Context: an optimization exercise on an open-source flow, tuned for small area, a short achievable clock period and few clock cycles. The choices shown serve that exercise and are no tape-out recipe.
In this exercise RTL edits were held to simulation tests only and were not proved equivalent to the original.
The flow treats the clock pin as an ideal source, which a real chip does not have.
No activity file was given, so power comes from the tool's default toggle rates.

==> exp/pepper: inputs <==
// soc_top
module soc_top (
    input  logic                        clk,
    input  logic                        rst_n,
    input  logic [64:0]                 bus,
    input  logic [7:0]                  gpi1,
    input  logic [7:0]                  gpi2,
    input  logic [7:0]                  switches,
    output logic [soc_pkg::DATA_W-1:0]  rdata,
    output logic [soc_pkg::DATA_W-1:0]  gpo1,
    output logic [soc_pkg::DATA_W-1:0]  gpo2,
    output logic [7:0]                  seg,
    output logic [7:0]                  an
);
==> module soc_top, before the edit <==
module soc_top (
    input  logic                        clk,
    input  logic                        rst_n,
    input  logic [64:0]                 bus,
    input  logic [7:0]                  gpi1,
    input  logic [7:0]                  gpi2,
    input  logic [7:0]                  switches,
    output logic [soc_pkg::DATA_W-1:0]  rdata,
    output logic [soc_pkg::DATA_W-1:0]  gpo1,
    output logic [soc_pkg::DATA_W-1:0]  gpo2,
    output logic [7:0]                  seg,
    output logic [7:0]                  an
);
    localparam int W = soc_pkg::DATA_W;
    localparam int N = soc_pkg::RAM_WORDS;
    localparam int G  = N / 2;
    soc_pkg::bus_req_t          req;
    logic                       ram_we;
    logic                       fact_we;
    logic                       gpio_we;
    soc_pkg::rd_sel_t           rd_sel;
    logic [W-1:0]               fact_rdata;
    logic [W-1:0]               gpio_rdata;
    logic [W-1:0]               other_rdata;
    logic                       ram_en;
    logic [N-1:0][W-1:0]        mem;
    logic [N-1:0][W-1:0]        mem_d;
    logic [soc_pkg::RAM_AW-1:0] word_addr;
    logic [N-1:0]               sel;
    logic [N-1:0]               sel_n;
    logic [N-1:0]               load;
    logic [N-1:0]               hold;
    logic [W-1:0][G-1:0]        part_z;
    logic [W-1:0]               ram_rdata;
    assign req = bus;
    addr_decode u_decode (
        .bus     (req),
        .ram_we  (ram_we),
        .fact_we (fact_we),
        .gpio_we (gpio_we),
        .rd_sel  (rd_sel)
    );
    fact_accel u_fact (
        .clk   (clk),
        .rst_n (rst_n),
        .we    (fact_we),
        .bus   (req),
        .rdata (fact_rdata)
    );
    gpio_port u_gpio (
        .clk   (clk),
        .rst_n (rst_n),
        .we    (gpio_we),
        .bus   (req),
        .gpi1  (gpi1),
        .gpi2  (gpi2),
        .rdata (gpio_rdata),
        .gpo1  (gpo1),
        .gpo2  (gpo2)
    );
    seg_display u_disp (
        .clk      (clk),
        .rst_n    (rst_n),
        .bus      (req),
        .switches (switches),
        .gpo1     (gpo1),
        .gpo2     (gpo2),
        .seg      (seg),
        .an       (an)
    );
    assign word_addr = req.addr[soc_pkg::RAM_AW+1:2];
    always_comb
    begin
        for (int i = 0; i < N; i++)
        begin
            sel[i]  = (word_addr == i[soc_pkg::RAM_AW-1:0]);
            sel_n[i] = !sel[i];
            load[i] = ram_we && sel[i];
            hold[i] = !load[i];
        end
    end
    for (genvar i = 0; i < N; i++)
    begin : g_word
        for (genvar b = 0; b < W; b++)
        begin : g_bit
            ram_hold u_hold (
                .q    (mem[i][b]),
                .hold (hold[i]),
                .w    (req.wdata[b]),
                .load (load[i]),
                .d    (mem_d[i][b])
            );
        end
    end
    always_ff @(posedge clk)
    begin
        mem <= mem_d;
    end
    for (genvar b = 0; b < W; b++)
    begin : g_rd
        for (genvar g = 0; g < G; g++)
        begin : g_p2
            ram_read2 u_read (
                .a0   (mem[2*g][b]),
                .s0_n (sel_n[2*g]),
                .a1   (mem[2*g+1][b]),
                .s1_n (sel_n[2*g+1]),
                .y    (part_z[b][g])
            );
        end
        assign ram_rdata[b] = !(|part_z[b]);
    end
    assign ram_en = (rd_sel == soc_pkg::SEL_RAM);
    always_comb
    begin
        case (rd_sel)
            soc_pkg::SEL_FACT: other_rdata = fact_rdata;
            soc_pkg::SEL_GPIO: other_rdata = gpio_rdata;
            default:           other_rdata = '0;
        endcase
    end
    assign rdata = ({W{ram_en}} & ram_rdata) | other_rdata;
endmodule
==> module ram_read2, before the edit <==
module ram_read2 (
    input  logic a0,
    input  logic s0_n,
    input  logic a1,
    input  logic s1_n,
    output logic y
);
    assign y = ~((a0 | s0_n) & (a1 | s1_n));
endmodule
Settings: LEC_CHECK=0, CAP_MARGIN=40, CORE_MARGIN=2, CORE_UTILIZATION=60, CTS_CLUSTER_DIAMETER=100, CTS_CLUSTER_SIZE=25, PLACE_DENSITY=0.72, SETUP_SLACK_MARGIN=4, SLEW_MARGIN=40, SYNTH_HIERARCHICAL=1, SYNTH_MINIMUM_KEEP_SIZE=0; clock period 9.0 ns.
standard.sh (not shown) runs the stock make flow with config.mk's settings and CLKGATE_MAP_FILE= SYNTH_SCRIPT=/design/flow/synth_recipe.tcl, a recipe that flattens the netlist after the stock synthesis.
==> flow/flow/run.sh <==
#!/bin/bash
# The standard layout, with three changes to how it is made:
#  - synthesis may not pick the larger o22ai sizes, so the RAM read cells
#    start small (the resizer may still upsize them later);
#  - the ports get small, fast buffers (buf_2) instead of delay cells;
#  - the clock tree has no dummy loads and larger sink clusters.
# Each step's full output goes to its own log file here.
set -e
PLATFORM_DONT_USE="sky130_fd_sc_hd__probe_p_8 sky130_fd_sc_hd__probec_p_8 sky130_fd_sc_hd__lpflow_bleeder_1 sky130_fd_sc_hd__lpflow_clkbufkapwr_1 sky130_fd_sc_hd__lpflow_clkbufkapwr_16 sky130_fd_sc_hd__lpflow_clkbufkapwr_2 sky130_fd_sc_hd__lpflow_clkbufkapwr_4 sky130_fd_sc_hd__lpflow_clkbufkapwr_8 sky130_fd_sc_hd__lpflow_clkinvkapwr_1 sky130_fd_sc_hd__lpflow_clkinvkapwr_16 sky130_fd_sc_hd__lpflow_clkinvkapwr_2 sky130_fd_sc_hd__lpflow_clkinvkapwr_4 sky130_fd_sc_hd__lpflow_clkinvkapwr_8 sky130_fd_sc_hd__lpflow_decapkapwr_12 sky130_fd_sc_hd__lpflow_decapkapwr_3 sky130_fd_sc_hd__lpflow_decapkapwr_4 sky130_fd_sc_hd__lpflow_decapkapwr_6 sky130_fd_sc_hd__lpflow_decapkapwr_8 sky130_fd_sc_hd__lpflow_inputiso0n_1 sky130_fd_sc_hd__lpflow_inputiso0p_1 sky130_fd_sc_hd__lpflow_inputiso1n_1 sky130_fd_sc_hd__lpflow_inputiso1p_1 sky130_fd_sc_hd__lpflow_inputisolatch_1 sky130_fd_sc_hd__lpflow_isobufsrc_1 sky130_fd_sc_hd__lpflow_isobufsrc_16 sky130_fd_sc_hd__lpflow_isobufsrc_2 sky130_fd_sc_hd__lpflow_isobufsrc_4 sky130_fd_sc_hd__lpflow_isobufsrc_8 sky130_fd_sc_hd__lpflow_isobufsrckapwr_16 sky130_fd_sc_hd__lpflow_lsbuf_lh_hl_isowell_tap_1 sky130_fd_sc_hd__lpflow_lsbuf_lh_hl_isowell_tap_2 sky130_fd_sc_hd__lpflow_lsbuf_lh_hl_isowell_tap_4 sky130_fd_sc_hd__lpflow_lsbuf_lh_isowell_4 sky130_fd_sc_hd__lpflow_lsbuf_lh_isowell_tap_1 sky130_fd_sc_hd__lpflow_lsbuf_lh_isowell_tap_2 sky130_fd_sc_hd__lpflow_lsbuf_lh_isowell_tap_4 "
bash standard.sh DONT_USE_CELLS="$PLATFORM_DONT_USE sky130_fd_sc_hd__o22ai_2 sky130_fd_sc_hd__o22ai_4" synth > synth.log 2>&1
bash standard.sh \
    BUFFER_PORTS_ARGS="-buffer_cell sky130_fd_sc_hd__buf_2" \
    CTS_ARGS="-sink_clustering_enable -repair_clock_nets -dont_use_dummy_load -sink_clustering_size 25 -sink_clustering_max_diameter 100" \
    finish > layout.log 2>&1
==> exp/cedar: changes against exp/pepper <==
--- a/flow/design.v
+++ b/flow/design.v
@@ -340,3 +340,6 @@
     logic [W-1:0]               other_rdata;
+    logic                       in_window;
     logic                       ram_en;
+    logic                       fact_en;
+    logic                       gpio_en;
     logic [N-1:0][W-1:0]        mem;
@@ -428,11 +431,7 @@
     end
-    assign ram_en = (rd_sel == soc_pkg::SEL_RAM);
-    always_comb
-    begin
-        case (rd_sel)
-            soc_pkg::SEL_FACT: other_rdata = fact_rdata;
-            soc_pkg::SEL_GPIO: other_rdata = gpio_rdata;
-            default:           other_rdata = '0;
-        endcase
-    end
+    assign in_window = (req.addr[soc_pkg::ADDR_W-1:12] == '0);
+    assign ram_en    = in_window && (req.addr[11:8] == soc_pkg::BLK_RAM);
+    assign fact_en   = in_window && (req.addr[11:8] == soc_pkg::BLK_FACT);
+    assign gpio_en   = in_window && (req.addr[11:8] == soc_pkg::BLK_GPIO);
+    assign other_rdata = ({W{fact_en}} & fact_rdata) | ({W{gpio_en}} & gpio_rdata);
     assign rdata = ({W{ram_en}} & ram_rdata) | other_rdata;
--- a/flow/flow/run.sh
+++ b/flow/flow/run.sh
@@ -5,3 +5,5 @@
 #  - the ports get small, fast buffers (buf_2) instead of delay cells;
-#  - the clock tree has no dummy loads and larger sink clusters.
+#  - the clock tree has no dummy loads and larger sink clusters;
+#  - after clock tree synthesis, flow/sizer.tcl upsizes gates on the worst
+#    setup paths one at a time while the worst slack improves.
 # Each step's full output goes to its own log file here.
@@ -13,2 +15,3 @@
     CTS_ARGS="-sink_clustering_enable -repair_clock_nets -dont_use_dummy_load -sink_clustering_size 25 -sink_clustering_max_diameter 100" \
+    POST_CTS_TCL="$PWD/flow/sizer.tcl" \
     finish > layout.log 2>&1
==> flow/flow/sizer.tcl (new file) <==
# Greedy gate upsizing on the worst setup paths: for each gate on the worst
# path, try the larger drive strengths of the same cell and keep the one that
# most improves the worst slack. Registers are left as they are.
proc sizer_candidates { master_name } {
  if { ![regexp {^(sky130_fd_sc_hd__[a-z0-9]+)_([0-9]+)$} $master_name -> base size] } { return {} }
  set out {}
  foreach s {1 2 4 6 8 12 16} {
    if { $s <= $size } { continue }
    set cell [get_lib_cells -quiet */${base}_$s]
    if { $cell ne "" } { lappend out ${base}_$s }
  }
  return $out
}

proc sizer_run { iters } {
  set block [ord::get_db_block]
  set tried [dict create]
  for { set it 0 } { $it < $iters } { incr it } {
    set wns [sta::worst_slack -max]
    set path [lindex [find_timing_paths -path_delay max -group_path_count 1] 0]
    set best_gain 0.0
    set best {}
    foreach point [get_property $path points] {
      set pin [get_property $point pin]
      if { [get_property $pin direction] ne "output" } { continue }
      set pname [get_full_name $pin]
      if { ![regexp {^(.*)/([^/]+)$} $pname -> iname pport] } { continue }
      set inst [$block findInst $iname]
      if { $inst eq "NULL" } { continue }
      set m [[$inst getMaster] getName]
      if { [regexp {df|clkbuf|clkinv|clkdly} $m] } { continue }
      foreach cand [sizer_candidates $m] {
        replace_cell $iname $cand
        set gain [expr { [sta::worst_slack -max] - $wns }]
        if { $gain > $best_gain + 1e-4 } { set best_gain $gain; set best [list $iname $cand] }
        replace_cell $iname $m
      }
    }
    if { $best eq {} } { puts "sizer: no gain at iteration $it, wns $wns"; break }
    replace_cell {*}$best
    if { $it % 10 == 0 } { puts "sizer: iter $it wns [sta::worst_slack -max] ($best)" }
  }
  puts "sizer: done, wns [sta::worst_slack -max]"
}

# Run after clock tree synthesis (POST_CTS_TCL hook): size up, then legalize
log_cmd estimate_parasitics -placement
puts "sizer: start, wns [sta::worst_slack -max]"
sizer_run 400
log_cmd detailed_placement
check_placement -verbose
log_cmd estimate_parasitics -placement
puts "sizer: after legalization, wns [sta::worst_slack -max]"
==> exp/onyx: changes against exp/pepper <==
--- a/flow/design.v
+++ b/flow/design.v
@@ -93,10 +93,76 @@
 endmodule
-module ram_read2 (
+module ram_read3 (
     input  logic a0,
-    input  logic s0_n,
+    input  logic s0,
     input  logic a1,
-    input  logic s1_n,
-    output logic y
+    input  logic s1,
+    input  logic a2,
+    input  logic s2,
+    output logic y_n
 );
-    assign y = ~((a0 | s0_n) & (a1 | s1_n));
+    assign y_n = ~((a0 & s0) | (a1 & s1) | (a2 & s2));
+endmodule
+module data_ram (
+    input  logic                        clk,
+    input  logic                        we,
+    input  soc_pkg::bus_req_t           bus,
+    output logic [soc_pkg::DATA_W-1:0]  rdata
+);
+    localparam int W = soc_pkg::DATA_W;
+    localparam int N = soc_pkg::RAM_WORDS;
+    localparam int G = (N + 2) / 3;
+    logic [N-1:0][W-1:0]        mem;
+    logic [N-1:0][W-1:0]        mem_d;
+    logic [soc_pkg::RAM_AW-1:0] word_addr;
+    logic [N-1:0]               sel;
+    logic [N-1:0]               load;
+    logic [N-1:0]               hold;
+    logic [W-1:0][G-1:0]        part_n;
+    logic [3*G-1:0][W-1:0]      mem_p;
+    logic [3*G-1:0]             sel_p;
+    assign word_addr = bus.addr[soc_pkg::RAM_AW+1:2];
+    always_comb
+    begin
+        for (int i = 0; i < N; i++)
+        begin
+            sel[i]  = (word_addr == i[soc_pkg::RAM_AW-1:0]);
+            load[i] = we && sel[i];
+            hold[i] = !load[i];
+        end
+    end
+    for (genvar i = 0; i < N; i++)
+    begin : g_word
+        for (genvar b = 0; b < W; b++)
+        begin : g_bit
+            ram_hold u_hold (
+                .q    (mem[i][b]),
+                .hold (hold[i]),
+                .w    (bus.wdata[b]),
+                .load (load[i]),
+                .d    (mem_d[i][b])
+            );
+        end
+    end
+    always_ff @(posedge clk)
+    begin
+        mem <= mem_d;
+    end
+    assign mem_p = {{(3*G-N){{W{1'b0}}}}, mem};
+    assign sel_p = {{(3*G-N){1'b0}}, sel};
+    for (genvar b = 0; b < W; b++)
+    begin : g_rd
+        for (genvar g = 0; g < G; g++)
+        begin : g_part
+            ram_read3 u_read (
+                .a0  (mem_p[3*g][b]),
+                .s0  (sel_p[3*g]),
+                .a1  (mem_p[3*g+1][b]),
+                .s1  (sel_p[3*g+1]),
+                .a2  (mem_p[3*g+2][b]),
+                .s2  (sel_p[3*g+2]),
+                .y_n (part_n[b][g])
+            );
+        end
+        assign rdata[b] = !(&part_n[b]);
+    end
 endmodule
@@ -329,6 +395,2 @@
 );
-    localparam int W = soc_pkg::DATA_W;
-    localparam int N = soc_pkg::RAM_WORDS;
-    localparam int G  = N / 2;
-    soc_pkg::bus_req_t          req;
     logic                       ram_we;
@@ -337,18 +399,7 @@
     soc_pkg::rd_sel_t           rd_sel;
-    logic [W-1:0]               fact_rdata;
-    logic [W-1:0]               gpio_rdata;
-    logic [W-1:0]               other_rdata;
-    logic                       ram_en;
-    logic [N-1:0][W-1:0]        mem;
-    logic [N-1:0][W-1:0]        mem_d;
-    logic [soc_pkg::RAM_AW-1:0] word_addr;
-    logic [N-1:0]               sel;
-    logic [N-1:0]               sel_n;
-    logic [N-1:0]               load;
-    logic [N-1:0]               hold;
-    logic [W-1:0][G-1:0]        part_z;
-    logic [W-1:0]               ram_rdata;
-    assign req = bus;
+    logic [soc_pkg::DATA_W-1:0] ram_rdata;
+    logic [soc_pkg::DATA_W-1:0] fact_rdata;
+    logic [soc_pkg::DATA_W-1:0] gpio_rdata;
     addr_decode u_decode (
-        .bus     (req),
+        .bus     (bus),
         .ram_we  (ram_we),
@@ -358,2 +409,8 @@
     );
+    data_ram u_ram (
+        .clk   (clk),
+        .we    (ram_we),
+        .bus   (bus),
+        .rdata (ram_rdata)
+    );
     fact_accel u_fact (
@@ -362,3 +419,3 @@
         .we    (fact_we),
-        .bus   (req),
+        .bus   (bus),
         .rdata (fact_rdata)
@@ -369,3 +426,3 @@
         .we    (gpio_we),
-        .bus   (req),
+        .bus   (bus),
         .gpi1  (gpi1),
@@ -379,3 +436,3 @@
         .rst_n    (rst_n),
-        .bus      (req),
+        .bus      (bus),
         .switches (switches),
@@ -386,45 +443,2 @@
     );
-    assign word_addr = req.addr[soc_pkg::RAM_AW+1:2];
-    always_comb
-    begin
-        for (int i = 0; i < N; i++)
-        begin
-            sel[i]  = (word_addr == i[soc_pkg::RAM_AW-1:0]);
-            sel_n[i] = !sel[i];
-            load[i] = ram_we && sel[i];
-            hold[i] = !load[i];
-        end
-    end
-    for (genvar i = 0; i < N; i++)
-    begin : g_word
-        for (genvar b = 0; b < W; b++)
-        begin : g_bit
-            ram_hold u_hold (
-                .q    (mem[i][b]),
-                .hold (hold[i]),
-                .w    (req.wdata[b]),
-                .load (load[i]),
-                .d    (mem_d[i][b])
-            );
-        end
-    end
-    always_ff @(posedge clk)
-    begin
-        mem <= mem_d;
-    end
-    for (genvar b = 0; b < W; b++)
-    begin : g_rd
-        for (genvar g = 0; g < G; g++)
-        begin : g_p2
-            ram_read2 u_read (
-                .a0   (mem[2*g][b]),
-                .s0_n (sel_n[2*g]),
-                .a1   (mem[2*g+1][b]),
-                .s1_n (sel_n[2*g+1]),
-                .y    (part_z[b][g])
-            );
-        end
-        assign ram_rdata[b] = !(|part_z[b]);
-    end
-    assign ram_en = (rd_sel == soc_pkg::SEL_RAM);
     always_comb
@@ -432,8 +446,8 @@
         case (rd_sel)
-            soc_pkg::SEL_FACT: other_rdata = fact_rdata;
-            soc_pkg::SEL_GPIO: other_rdata = gpio_rdata;
-            default:           other_rdata = '0;
+            soc_pkg::SEL_RAM:  rdata = ram_rdata;
+            soc_pkg::SEL_FACT: rdata = fact_rdata;
+            soc_pkg::SEL_GPIO: rdata = gpio_rdata;
+            soc_pkg::SEL_NONE: rdata = '0;
         endcase
     end
-    assign rdata = ({W{ram_en}} & ram_rdata) | other_rdata;
 endmodule
==> flow/run.sh (new file) <==
#!/bin/bash
# synth_recipe.tcl (not shown) runs the flow's synth.tcl, then flattens the netlist and writes it again
# the make line also repeats each setting of config.mk as NAME=value (left out here)
make -C /OpenROAD-flow-scripts/flow DESIGN_CONFIG=/design/flow/config.mk WORK_HOME=/design/flow/orfs CLKGATE_MAP_FILE= SYNTH_SCRIPT=/design/flow/synth_recipe.tcl finish
Settings changed: CAP_MARGIN 40 to 20, CORE_UTILIZATION 60 to 40, CTS_CLUSTER_DIAMETER 100 to unset, CTS_CLUSTER_SIZE 25 to unset, PLACE_DENSITY 0.72 to 0.6, SETUP_SLACK_MARGIN 4 to unset, SLEW_MARGIN 40 to 20.
removed: flow/flow/run.sh
removed: flow/standard.sh
==> qor summary <==
| metric | exp/cedar | exp/onyx | exp/pepper |
|---|---|---|---|
| Result of the run | complete, no violations | finished with violations | complete, no violations |
| Layout check failures | - | negative setup slack | - |
| Overall die width | 361 um | 443 um | 362 um |
| Met2 WL | 132,000 um | 135,000 um | 122,000 um |
| Power Internal | 0.0121 W | 0.0155 W | 0.0119 W |
| Count of H-tree levels built during CTS | - | 4 | 3 |
| Total via count after detailed routing | 69,574 | 66,322 | 66,248 |
| Largest net degree at the start of global routing | 69 | 68 | 70 |
| Setup repair after global routing missed its margin | true | false | true |
| Clock distribution area overhead in the final layout | 0.0263 | 0.0832 | 0.0282 |
| Adder-cell share of the synthesized area | - | 0.00127 | 0.00176 |
| Part of the total power dissipated in the clock network | 0.315 | 0.482 | 0.320 |
| Sequential area share after synthesis | - | 0.574 | 0.575 |
| Per-cell routed wire length | 35.6 um | 33.4 um | 33.5 um |
| CP Capture Point | rdata[9] | rdata[8] | rdata[30] |
Testbench counts of exp/pepper, summed over its fixed seeds: cycles 3,077.
Testbench counts of exp/cedar, summed over its fixed seeds: cycles 3,077.
Testbench counts of exp/onyx, summed over its fixed seeds: cycles 3,077.

static timing again, ports no longer ideal:
In the flow no input, the clock included, has a driving cell. The finished layouts below were timed again as built, in two steps. Step 1 assumes that a clkbuf_16 drives the clock port and a buf_2 every other input. Step 2 adds t to the input delays and takes it off the output delays; t is the mean of the earliest and latest rising clock arrival at the registers after step 1. Input paths then give back, and output paths get back, about the clock's delay inside the block. Slacks: ideal ports / drivers / drivers and shift; pairs: ideal ports / drivers.
run	t (ns)	setup WS [ns]	worst slew at a driven data input, ns
exp/pepper	0.837	1.851 / 1.823 / 1.823	0.09
exp/cedar	0.857	2.486 / 2.246 / 2.246	0.25
exp/onyx	0.951	-0.007 / -0.037 / -0.037	0.27
For exp/cedar, which loses most, drivers alone change the setup slack by -0.240 ns; drivers and shift together by -0.240 ns.
